From an optimization exercise on the open Yosys and OpenROAD flow, aimed at a short achievable clock period and few clock cycles per item; shortcuts taken in it are not production practice.
Where RTL was checked, it was by simulation tests only, not by an equivalence proof against the original.
No activity file was given, so power comes from the tool's default toggle rates.

Setup of job 8805:
// gpio_bus_slave
module gpio_bus_slave (
	input  logic                                BUS,
	input  logic                                reset,
	input  logic                                valid,
	input  logic                                rnw,
	input  gpio_bus_pkg::addr_t                 addr,
	input  gpio_bus_pkg::data_t                 write_data,
	input  gpio_bus_pkg::gpio_vec_t             gp_ip,
	output logic                                ready,
	output logic                                error,
	output gpio_bus_pkg::data_t                 read_data,
	output gpio_bus_pkg::gpio_vec_t             gp_op,
	output logic [gpio_bus_pkg::WORD_COUNT-1:0] gp_op_valid
);
Size in the first run: ~1800 cells after synthesis, roughly 300 flip-flops, ~620 I/O pins, ~17000 um^2 of cells after synthesis.
export LEC_CHECK = 0
export CAP_MARGIN = 20
export CORE_MARGIN = 2
export CORE_UTILIZATION = 40
export SETUP_SLACK_MARGIN = 2.6
export SLEW_MARGIN = 20
export SYNTH_HIERARCHICAL = 1
export SYNTH_MINIMUM_KEEP_SIZE = 0
create_clock -name core_clock -period 4.0 [get_ports {BUS}]
standard.sh (not shown) runs the stock make flow with config.mk's settings and CLKGATE_MAP_FILE= SYNTH_SCRIPT=/design/flow/synth_recipe.tcl, a recipe that flattens the netlist after the stock synthesis.
==> flow/flow/run.sh <==
#!/bin/bash
# The standard synthesis and layout, except that timing repair may resize a
# cell to any drive strength (sky130hd otherwise only swaps cells of the same
# width before routing).
set -euo pipefail
bash standard.sh synth > synth.log 2>&1
bash standard.sh MATCH_CELL_FOOTPRINT=0 finish > layout.log 2>&1
Testbench counts of job 8805, summed over its fixed seeds: cycles 9,600, items 4,800.
The inputs of job 522 differ from those of job 8805 as listed below.
Settings: CORE_UTILIZATION changed from 40 to 45.
Side by side, logic gate share of total power turned out lower in job 522 than in job 8805. Core region area, job 8805 and job 522: lower on job 522. Diff job 8805 -> job 522: area used by multi-input combinational logic saw a decrease, power in the clock group saw little to no change, die area saw a decrease, layout overhead on the synthesized area saw a decrease, share of cell area taken by multi-input logic gates saw an increase. Compared with job 8805, job 522 shows a higher antenna diode count. Compared with job 8805, job 522 shows instance area after placement that has gone down slightly. Compared job 522 against job 8805; final-layout worst hold slack within noise. Summary of the comparison: post-layout total power is lower in job 522, relative to job 8805. No run among job 8805 and job 522 stopped early or left any final violation; all are clean.
For job 2416, these inputs were changed with respect to job 522:
Settings: swapping 45 for 48 in CORE_UTILIZATION.
Findings:
Status: smallest hold slack parity (job 522, job 2416). The number of antenna violations at the first check in global routing in job 2416 was lower than what job 522 gave. Job 2416 and job 522 ended up with nearly the same source-to-sink clock delay at the later pin of the worst-skew pair. Comparing job 2416 and job 522, fmax is lower on job 522. Die area | job 2416 < job 522. met2 global-route usage is lower on job 522. Re headroom to the max-slew limit: job 522 was lower than job 2416. Compared with job 522, job 2416 shows a via count of the first global-routing pass that is 410 higher. Relative to job 522, the final cell area reported for job 2416 is lower.
#### Input delta (job 2224 over job 2416)
Settings: putting PLACE_DENSITY at 0.7 where nothing was set; swapping 48 for 40 in CORE_UTILIZATION.
Notes after the runs:
Launching element of the worst setup path = addr[5]: job 2224; launching element of the worst setup path = addr[6]: job 2416. Compared with job 2416, in job 2224 multi-input combinational cell count grew by 5, summed area of non-filler cells in the final layout shrank by 0.76%, power shrank by 230 uW. Diff job 2416 -> job 2224: initial cell density of the core lost 8.3 points; total net switching power went down.
Input changes introduced in job 3354 (baseline for comparison: job 2224):
Settings: a deleted PLACE_DENSITY that had been 0.7.
==> flow/run.sh (new file) <==
#!/bin/bash
# synth_recipe.tcl (not shown) runs the flow's synth.tcl, then flattens the netlist and writes it again
# the make line also repeats each setting of config.mk as NAME=value (left out here)
make -C /OpenROAD-flow-scripts/flow DESIGN_CONFIG=/design/flow/config.mk WORK_HOME=/design/flow/orfs CLKGATE_MAP_FILE= SYNTH_SCRIPT=/design/flow/synth_recipe.tcl finish
removed: flow/flow/run.sh
removed: flow/standard.sh
==> summary.txt <==
Job 3354 against job 2224: total wirelength of the detailed-routed design moved up, power level, first-iteration DRC count moved up. Diff job 3354..job 2224 | data required time of the critical path | negligible. The higher layout-stage area growth over the synthesis result came out of job 3354. Looking only at number of buffer and inverter stages on the critical path, and setting everything else aside, the lower value of job 3354 and job 2224 goes to job 3354. Job 2224 has lower maximum number of pins on one net before global-route repair than job 3354. Going from job 2224 to job 3354, the power share of the combinational group was found to have gone up by 1.7 points. Against job 2224, clock skew in job 3354 came out better.

========
Another version of the RTL of gpio_bus_slave (not shown whole).
Size: roughly 1600 cells after synthesis, ~620 I/O pins, roughly 15000 sq um of cells after synthesis.
Settings: LEC_CHECK=0, ABC_CLOCK_PERIOD_IN_PS=1400, CAP_MARGIN=20, CORE_MARGIN=2, CORE_UTILIZATION=40, SETUP_SLACK_MARGIN=2.6, SLEW_MARGIN=20; clock period 4.0 ns.
run.sh (not shown) runs the stock make flow with config.mk's settings and CLKGATE_MAP_FILE= SYNTH_SCRIPT=/design/flow/synth_recipe.tcl, a recipe that flattens the netlist after the stock synthesis.
Stock flow here: none of the scripts above is used.
Next try:
ABC_CLOCK_PERIOD_IN_PS = 400   (was 1400)
The changed run ran to the end with no violations.
Clock power barely changes.
Synthesized cell count stays the same.
Sequential share of layout area stays the same.
Power is unchanged.
Area after synthesis does not change.
Fmax stays the same.
First-iteration DRC count stays the same.
No functional check of the RTL was part of any run of this note.

========
== build 40 ==
The RTL this note starts from:
==> flow/design.v <==
package gpio_bus_pkg;
	localparam int ADDR_W        = 32;
	localparam int DATA_W        = 32;
	localparam int BYTE_OFFSET_W = 2;                    
	typedef logic [ADDR_W-1:0] addr_t;                   
	typedef logic [DATA_W-1:0] data_t;                   
	localparam int WORD_COUNT = 8;                       
	typedef logic [$clog2(WORD_COUNT)-1:0] word_index_t;
	typedef logic [WORD_COUNT*DATA_W-1:0]  gpio_vec_t;   
	localparam addr_t GPO_BASE = 32'h0100_0000;          
	localparam addr_t GPI_BASE = 32'h0100_0020;          
	localparam addr_t BANK_BYTES = addr_t'(WORD_COUNT * (DATA_W / 8));
	typedef enum logic [1:0] {
		REGION_GPO,
		REGION_GPI,
		REGION_NONE                                      
	} region_t;
	typedef logic [1:0] wait_count_t;
	localparam wait_count_t WRITE_WAIT = 2'd2;
	localparam wait_count_t READ_WAIT  = 2'd3;
	localparam int WRITE_GROUPS = 4;
endpackage
module gpio_nor2 (input logic a, b, output logic y);
	assign y = !(a || b);
endmodule
module gpio_nor3 (input logic a, b, c, output logic y);
	assign y = !(a || b || c);
endmodule
module gpio_nor4 (input logic a, b, c, d, output logic y);
	assign y = !(a || b || c || d);
endmodule
module gpio_nand2 (input logic a, b, output logic y);
	assign y = !(a && b);
endmodule
module gpio_nand3 (input logic a, b, c, output logic y);
	assign y = !(a && b && c);
endmodule
module gpio_nand4 (input logic a, b, c, d, output logic y);
	assign y = !(a && b && c && d);
endmodule
module gpio_inv (input logic a, output logic y);
	assign y = !a;
endmodule
module gpio_addr_decode (
	input  gpio_bus_pkg::addr_t                 addr,
	input  logic                                valid,
	input  logic                                rnw,
	input  logic                                ready,        
	output logic [gpio_bus_pkg::WORD_COUNT-1:0] write_hit,    
	output logic [gpio_bus_pkg::WORD_COUNT*gpio_bus_pkg::WRITE_GROUPS-1:0] write_en_n,  
	output logic                                accept,       
	output logic [gpio_bus_pkg::WRITE_GROUPS-1:0] read_ok,    
	output logic                                bus_error,    
	output logic [3:0]                          read_index    
);
	logic [26:0] zero_in;
	logic [8:0]  zero_ok;                                
	logic [1:0]  base_n;                                 
	logic        write_z;                                
	logic        read_z;                                 
	logic        write_n;                                
	logic        read_n;                                 
	logic        write_ok;                               
	logic [2:0]  index_n;                                
	logic [gpio_bus_pkg::WORD_COUNT-1:0] word_n;         
	logic [gpio_bus_pkg::WORD_COUNT-1:0] word_ok;        
	assign zero_in = {addr[31:25], addr[23:6], addr[1:0]};
	for (genvar k = 0; k < 9; k++) begin : g_zero
		gpio_nor3 u_nor (.a(zero_in[3*k]), .b(zero_in[3*k+1]), .c(zero_in[3*k+2]), .y(zero_ok[k]));
	end
	gpio_nand4 u_base0 (.a(zero_ok[0]), .b(zero_ok[1]), .c(zero_ok[2]), .d(zero_ok[3]), .y(base_n[0]));
	gpio_nand4 u_base1 (.a(zero_ok[4]), .b(zero_ok[5]), .c(zero_ok[6]), .d(zero_ok[7]), .y(base_n[1]));
	gpio_nor3  u_wz    (.a(ready), .b(rnw), .c(addr[5]), .y(write_z));
	gpio_nand4 u_wn    (.a(zero_ok[8]), .b(write_z), .c(valid), .d(addr[24]), .y(write_n));
	gpio_nor3  u_write (.a(base_n[0]), .b(base_n[1]), .c(write_n), .y(write_ok));
	assign read_z = rnw && !ready;
	gpio_nand4 u_rn    (.a(zero_ok[8]), .b(read_z), .c(valid), .d(addr[24]), .y(read_n));
	for (genvar k = 0; k < 3; k++) begin : g_index
		gpio_inv u_inv (.a(addr[2+k]), .y(index_n[k]));
	end
	for (genvar i = 0; i < gpio_bus_pkg::WORD_COUNT; i++) begin : g_word
		gpio_nand3 u_sel (
			.a (((i / 1) % 2 == 1) ? addr[2] : index_n[0]),
			.b (((i / 2) % 2 == 1) ? addr[3] : index_n[1]),
			.c (((i / 4) % 2 == 1) ? addr[4] : index_n[2]),
			.y (word_n[i])
		);
		gpio_inv u_ok (.a(word_n[i]), .y(word_ok[i]));
		assign write_hit[i] = write_ok && word_ok[i];
		for (genvar g = 0; g < gpio_bus_pkg::WRITE_GROUPS; g++) begin : g_group
			gpio_nand2 u_en (.a(write_ok), .b(word_ok[i]), .y(write_en_n[i*gpio_bus_pkg::WRITE_GROUPS+g]));
		end
	end
	for (genvar g = 0; g < gpio_bus_pkg::WRITE_GROUPS; g++) begin : g_read
		gpio_nor3 u_read (.a(base_n[0]), .b(base_n[1]), .c(read_n), .y(read_ok[g]));
	end
	assign accept     = valid && !ready;
	assign bus_error  = base_n[0] || base_n[1] || !zero_ok[8] || !addr[24] || (!rnw && addr[5]);  
	assign read_index = addr[5:2];
endmodule
module bus_wait_timer (
	input  logic BUS,
	input  logic reset,
	input  logic accept,
	output logic ready
);
	always_ff @(posedge BUS) begin
		if (reset) begin
			ready <= 1'b0;
		end
		else begin
			ready <= accept;                             
		end
	end
endmodule
module gpo_register_bank (
	input  logic                                  BUS,
	input  logic                                  reset,
	input  logic [gpio_bus_pkg::WORD_COUNT-1:0]   write_hit,
	input  logic [gpio_bus_pkg::WORD_COUNT*gpio_bus_pkg::WRITE_GROUPS-1:0] write_en_n,  
	input  gpio_bus_pkg::data_t                   write_data,
	output gpio_bus_pkg::gpio_vec_t               gp_op,
	output logic [gpio_bus_pkg::WORD_COUNT-1:0]   gp_op_valid
);
	localparam int GROUP_W = gpio_bus_pkg::DATA_W / gpio_bus_pkg::WRITE_GROUPS;
	always_ff @(posedge BUS) begin
		if (reset) begin
			gp_op       <= '0;
			gp_op_valid <= '0;
		end
		else begin
			gp_op_valid <= write_hit;                    
			for (int i = 0; i < gpio_bus_pkg::WORD_COUNT; i++) begin
				for (int g = 0; g < gpio_bus_pkg::WRITE_GROUPS; g++) begin
					if (!write_en_n[i*gpio_bus_pkg::WRITE_GROUPS+g]) begin
						gp_op[i*gpio_bus_pkg::DATA_W+g*GROUP_W +: GROUP_W] <= write_data[g*GROUP_W +: GROUP_W];
					end
				end
			end
		end
	end
endmodule
module bus_response_regs (
	input  logic                                BUS,
	input  logic                                reset,
	input  logic                                accept,
	input  logic [gpio_bus_pkg::WRITE_GROUPS-1:0] read_ok,    
	input  logic                                bus_error,
	input  logic [3:0]                          read_index,    
	input  gpio_bus_pkg::gpio_vec_t             gp_op,
	input  gpio_bus_pkg::gpio_vec_t             gp_ip,
	output gpio_bus_pkg::data_t                 read_data,
	output logic                                error
);
	logic [2*gpio_bus_pkg::WORD_COUNT*gpio_bus_pkg::DATA_W-1:0] all_words;
	gpio_bus_pkg::data_t read_sel;
	assign all_words = {gp_ip, gp_op};
	always_comb begin
		read_sel = '0;
		for (int k = 0; k < 2*gpio_bus_pkg::WORD_COUNT; k++) begin
			read_sel = read_sel
				| ({gpio_bus_pkg::DATA_W{read_index == k[3:0]}} & all_words[k*gpio_bus_pkg::DATA_W +: gpio_bus_pkg::DATA_W]);
		end
	end
	localparam int GROUP_W = gpio_bus_pkg::DATA_W / gpio_bus_pkg::WRITE_GROUPS;
	always_ff @(posedge BUS) begin
		if (reset) begin
			read_data <= '0;
			error     <= 1'b0;
		end
		else begin
			if (accept) begin
				error <= bus_error;                      
			end
			for (int g = 0; g < gpio_bus_pkg::WRITE_GROUPS; g++) begin
				if (read_ok[g]) begin
					read_data[g*GROUP_W +: GROUP_W] <= read_sel[g*GROUP_W +: GROUP_W];
				end
			end
		end
	end
endmodule
module gpio_bus_slave (
	input  logic                                BUS,
	input  logic                                reset,
	input  logic                                valid,
	input  logic                                rnw,
	input  gpio_bus_pkg::addr_t                 addr,
	input  gpio_bus_pkg::data_t                 write_data,
	input  gpio_bus_pkg::gpio_vec_t             gp_ip,
	output logic                                ready,
	output logic                                error,
	output gpio_bus_pkg::data_t                 read_data,
	output gpio_bus_pkg::gpio_vec_t             gp_op,
	output logic [gpio_bus_pkg::WORD_COUNT-1:0] gp_op_valid
);
	logic [gpio_bus_pkg::WORD_COUNT-1:0] write_hit;      
	logic [gpio_bus_pkg::WORD_COUNT*gpio_bus_pkg::WRITE_GROUPS-1:0] write_en_n;
	logic                                accept;         
	logic [gpio_bus_pkg::WRITE_GROUPS-1:0] read_ok;
	logic                                bus_error;
	logic [3:0]                          read_index;
	gpio_addr_decode u_decode (
		.addr       (addr),
		.valid      (valid),
		.rnw        (rnw),
		.ready      (ready),
		.write_hit  (write_hit),
		.write_en_n (write_en_n),
		.accept     (accept),
		.read_ok    (read_ok),
		.bus_error  (bus_error),
		.read_index (read_index)
	);
	bus_wait_timer u_timer (
		.BUS    (BUS),
		.reset  (reset),
		.accept (accept),
		.ready  (ready)
	);
	gpo_register_bank u_gpo (
		.BUS         (BUS),
		.reset       (reset),
		.write_hit   (write_hit),
		.write_en_n  (write_en_n),
		.write_data  (write_data),
		.gp_op       (gp_op),
		.gp_op_valid (gp_op_valid)
	);
	bus_response_regs u_resp (
		.BUS        (BUS),
		.reset      (reset),
		.accept     (accept),
		.read_ok    (read_ok),
		.bus_error  (bus_error),
		.read_index (read_index),
		.gp_op      (gp_op),
		.gp_ip      (gp_ip),
		.read_data  (read_data),
		.error      (error)
	);
endmodule
Settings: LEC_CHECK=0, CAP_MARGIN=20, CORE_MARGIN=2, CORE_UTILIZATION=40, SETUP_SLACK_MARGIN=2.6, SLEW_MARGIN=20, SYNTH_HIERARCHICAL=1, SYNTH_MINIMUM_KEEP_SIZE=0; clock period 4.0 ns.
Testbench counts of build 40, summed over its fixed seeds: cycles 9,600, items 4,800.
[inputs] build 37 vs build 40
--- a/flow/config.mk
+++ b/flow/config.mk
@@ -10,2 +10,3 @@
 export CORE_UTILIZATION = 40
+export PLACE_DENSITY = 0.75
 export SETUP_SLACK_MARGIN = 2.6
[summary]
- Build 37: no failed stages, no open violations at the end
- Compared with build 40, build 37 shows part of the total power dissipated in combinational logic lower by 0.4 points.
- Compared with build 40, build 37 is hungrier on power.
- First-pass GRT wire length deteriorates in build 37 relative to build 40.
- Arrival time at the worst endpoint: build 37 > build 40
- Build 37 vs build 40 — total detailed-routing wirelength climbed by a few percent

========
Another version of the RTL of gpio_bus_slave (not shown whole).
Size in the first run: ~1600 cells after synthesis, roughly 300 flip-flops, ~620 I/O pins, roughly 15000 µm² of cells after synthesis.
Settings: LEC_CHECK=0, CAP_MARGIN=20, CORE_MARGIN=2, CORE_UTILIZATION=40, SETUP_SLACK_MARGIN=2.6, SLEW_MARGIN=20, SYNTH_HIERARCHICAL=1, SYNTH_MINIMUM_KEEP_SIZE=0, TNS_END_PERCENT=10; clock period 4.0 ns.
The starting point passed the timing, DRC and antenna checks.
Testbench counts at the start, summed over its fixed seeds: cycles 9,600, items 4,800.
Rerun with:
==> flow/flow/run.sh (new file) <==
#!/bin/bash
# The standard layout, with the delay cells kept out of timing repair so that
# input and output port buffers stay plain buffers. Synthesis is the standard one.
set -euo pipefail
# The platform's own don't-use list, then the delay cells
DONT_USE="sky130_fd_sc_hd__probe_p_8 sky130_fd_sc_hd__probec_p_8 sky130_fd_sc_hd__lpflow_bleeder_1 sky130_fd_sc_hd__lpflow_clkbufkapwr_1 sky130_fd_sc_hd__lpflow_clkbufkapwr_16 sky130_fd_sc_hd__lpflow_clkbufkapwr_2 sky130_fd_sc_hd__lpflow_clkbufkapwr_4 sky130_fd_sc_hd__lpflow_clkbufkapwr_8 sky130_fd_sc_hd__lpflow_clkinvkapwr_1 sky130_fd_sc_hd__lpflow_clkinvkapwr_16 sky130_fd_sc_hd__lpflow_clkinvkapwr_2 sky130_fd_sc_hd__lpflow_clkinvkapwr_4 sky130_fd_sc_hd__lpflow_clkinvkapwr_8 sky130_fd_sc_hd__lpflow_decapkapwr_12 sky130_fd_sc_hd__lpflow_decapkapwr_3 sky130_fd_sc_hd__lpflow_decapkapwr_4 sky130_fd_sc_hd__lpflow_decapkapwr_6 sky130_fd_sc_hd__lpflow_decapkapwr_8 sky130_fd_sc_hd__lpflow_inputiso0n_1 sky130_fd_sc_hd__lpflow_inputiso0p_1 sky130_fd_sc_hd__lpflow_inputiso1n_1 sky130_fd_sc_hd__lpflow_inputiso1p_1 sky130_fd_sc_hd__lpflow_inputisolatch_1 sky130_fd_sc_hd__lpflow_isobufsrc_1 sky130_fd_sc_hd__lpflow_isobufsrc_16 sky130_fd_sc_hd__lpflow_isobufsrc_2 sky130_fd_sc_hd__lpflow_isobufsrc_4 sky130_fd_sc_hd__lpflow_isobufsrc_8 sky130_fd_sc_hd__lpflow_isobufsrckapwr_16 sky130_fd_sc_hd__lpflow_lsbuf_lh_hl_isowell_tap_1 sky130_fd_sc_hd__lpflow_lsbuf_lh_hl_isowell_tap_2 sky130_fd_sc_hd__lpflow_lsbuf_lh_hl_isowell_tap_4 sky130_fd_sc_hd__lpflow_lsbuf_lh_isowell_4 sky130_fd_sc_hd__lpflow_lsbuf_lh_isowell_tap_1 sky130_fd_sc_hd__lpflow_lsbuf_lh_isowell_tap_2 sky130_fd_sc_hd__lpflow_lsbuf_lh_isowell_tap_4 sky130_fd_sc_hd__clkdlybuf4s15_1 sky130_fd_sc_hd__clkdlybuf4s15_2 sky130_fd_sc_hd__clkdlybuf4s18_1 sky130_fd_sc_hd__clkdlybuf4s18_2 sky130_fd_sc_hd__clkdlybuf4s25_1 sky130_fd_sc_hd__clkdlybuf4s25_2 sky130_fd_sc_hd__clkdlybuf4s50_1 sky130_fd_sc_hd__clkdlybuf4s50_2 sky130_fd_sc_hd__dlygate4sd1_1 sky130_fd_sc_hd__dlygate4sd2_1 sky130_fd_sc_hd__dlygate4sd3_1 sky130_fd_sc_hd__dlymetal6s2s_1 sky130_fd_sc_hd__dlymetal6s4s_1 sky130_fd_sc_hd__dlymetal6s6s_1"
bash standard.sh synth > synth.log 2>&1
bash standard.sh "DONT_USE_CELLS=$DONT_USE" finish > layout.log 2>&1
==> flow/standard.sh (new file) <==
#!/bin/bash
# synth_recipe.tcl (not shown) runs the flow's synth.tcl, then flattens the netlist and writes it again
# the make line also repeats each setting of config.mk as NAME=value (left out here)
make -C /OpenROAD-flow-scripts/flow DESIGN_CONFIG=/design/flow/config.mk WORK_HOME=/design/flow/orfs CLKGATE_MAP_FILE= SYNTH_SCRIPT=/design/flow/synth_recipe.tcl "${@:-finish}"
--- a/flow/config.mk
+++ b/flow/config.mk
@@ -14,2 +14 @@
 export SYNTH_MINIMUM_KEEP_SIZE = 0
-export TNS_END_PERCENT = 10
removed: flow/run.sh
Effect:
- The changed run completed without violations
- die area is unchanged
- hold slack is better by 0.0056 ns
- power came out lower by 1.5%
- global-route usage came out lower by 0.53 points
- worst setup slack barely changes
- critical path depth came out higher by 1
- cell area came out higher by 3.9%
- routed wire length came out lower by 0.93%
Rerun with:
==> flow/run.sh (new file) <==
#!/bin/bash
# synth_recipe.tcl (not shown) runs the flow's synth.tcl, then flattens the netlist and writes it again
# the make line also repeats each setting of config.mk as NAME=value (left out here)
make -C /OpenROAD-flow-scripts/flow DESIGN_CONFIG=/design/flow/config.mk WORK_HOME=/design/flow/orfs CLKGATE_MAP_FILE= SYNTH_SCRIPT=/design/flow/synth_recipe.tcl finish
removed: flow/flow/run.sh
removed: flow/standard.sh
Effect: Final cell count fell by 2.3%. Maximum frequency is lower by 0.67%. Power went up by 2.3%.

==> what the ideal ports hide <==
The results above use ideal ports. As a check the final layouts listed here were re-extracted and re-timed, cells and wires unchanged.
Step 1: set_driving_cell puts a clkbuf_16 on BUS and a buf_2 on each other input, an assumption about the parent block.
Step 2, shift: input delay + t, output delay - t, t = (earliest + latest rising clock arrival at the registers) / 2. This alone moves slack from input paths to output paths.
Slacks: ideal ports / drivers / drivers and shift; pairs: ideal ports / drivers.
| run | t, ns | setup WS [ns] | slew at the worst register clock pin (ns) |
|---|---|---|---|
| job 8805 | 0.577 | 2.182 / 2.051 / 1.474 | 0.06 / 0.06 |
| job 522 | 0.564 | 1.869 / 1.848 / 1.285 | 0.07 / 0.07 |
| job 2416 | 0.575 | 1.893 / 1.873 / 1.298 | 0.07 / 0.07 |
| job 2224 | 0.575 | 2.124 / 2.079 / 1.505 | 0.07 / 0.07 |
| job 3354 | 0.575 | 2.172 / 1.991 / 1.417 | 0.07 / 0.07 |
| the first run of note 2 | 0.573 | 1.402 / 1.431 / 0.858 | 0.07 / 0.07 |
| the second run of note 2 | 0.573 | 1.402 / 1.431 / 0.858 | 0.07 / 0.07 |
| build 40 | 0.562 | 1.806 / 1.754 / 1.191 | 0.06 / 0.06 |
| build 37 | 0.574 | 1.716 / 1.693 / 1.119 | 0.07 / 0.07 |
| the first run of note 4 | 0.570 | 1.908 / 1.912 / 1.370 | 0.06 / 0.06 |
| the second run of note 4 | 0.562 | 1.909 / 1.867 / 1.305 | 0.06 / 0.06 |
| the third run of note 4 | 0.573 | 1.895 / 1.900 / 1.327 | 0.07 / 0.07 |
After both steps every run listed still meets setup and hold. For job 3354, which loses most, drivers alone change the setup slack by -0.181 ns; drivers and shift together by -0.755 ns.
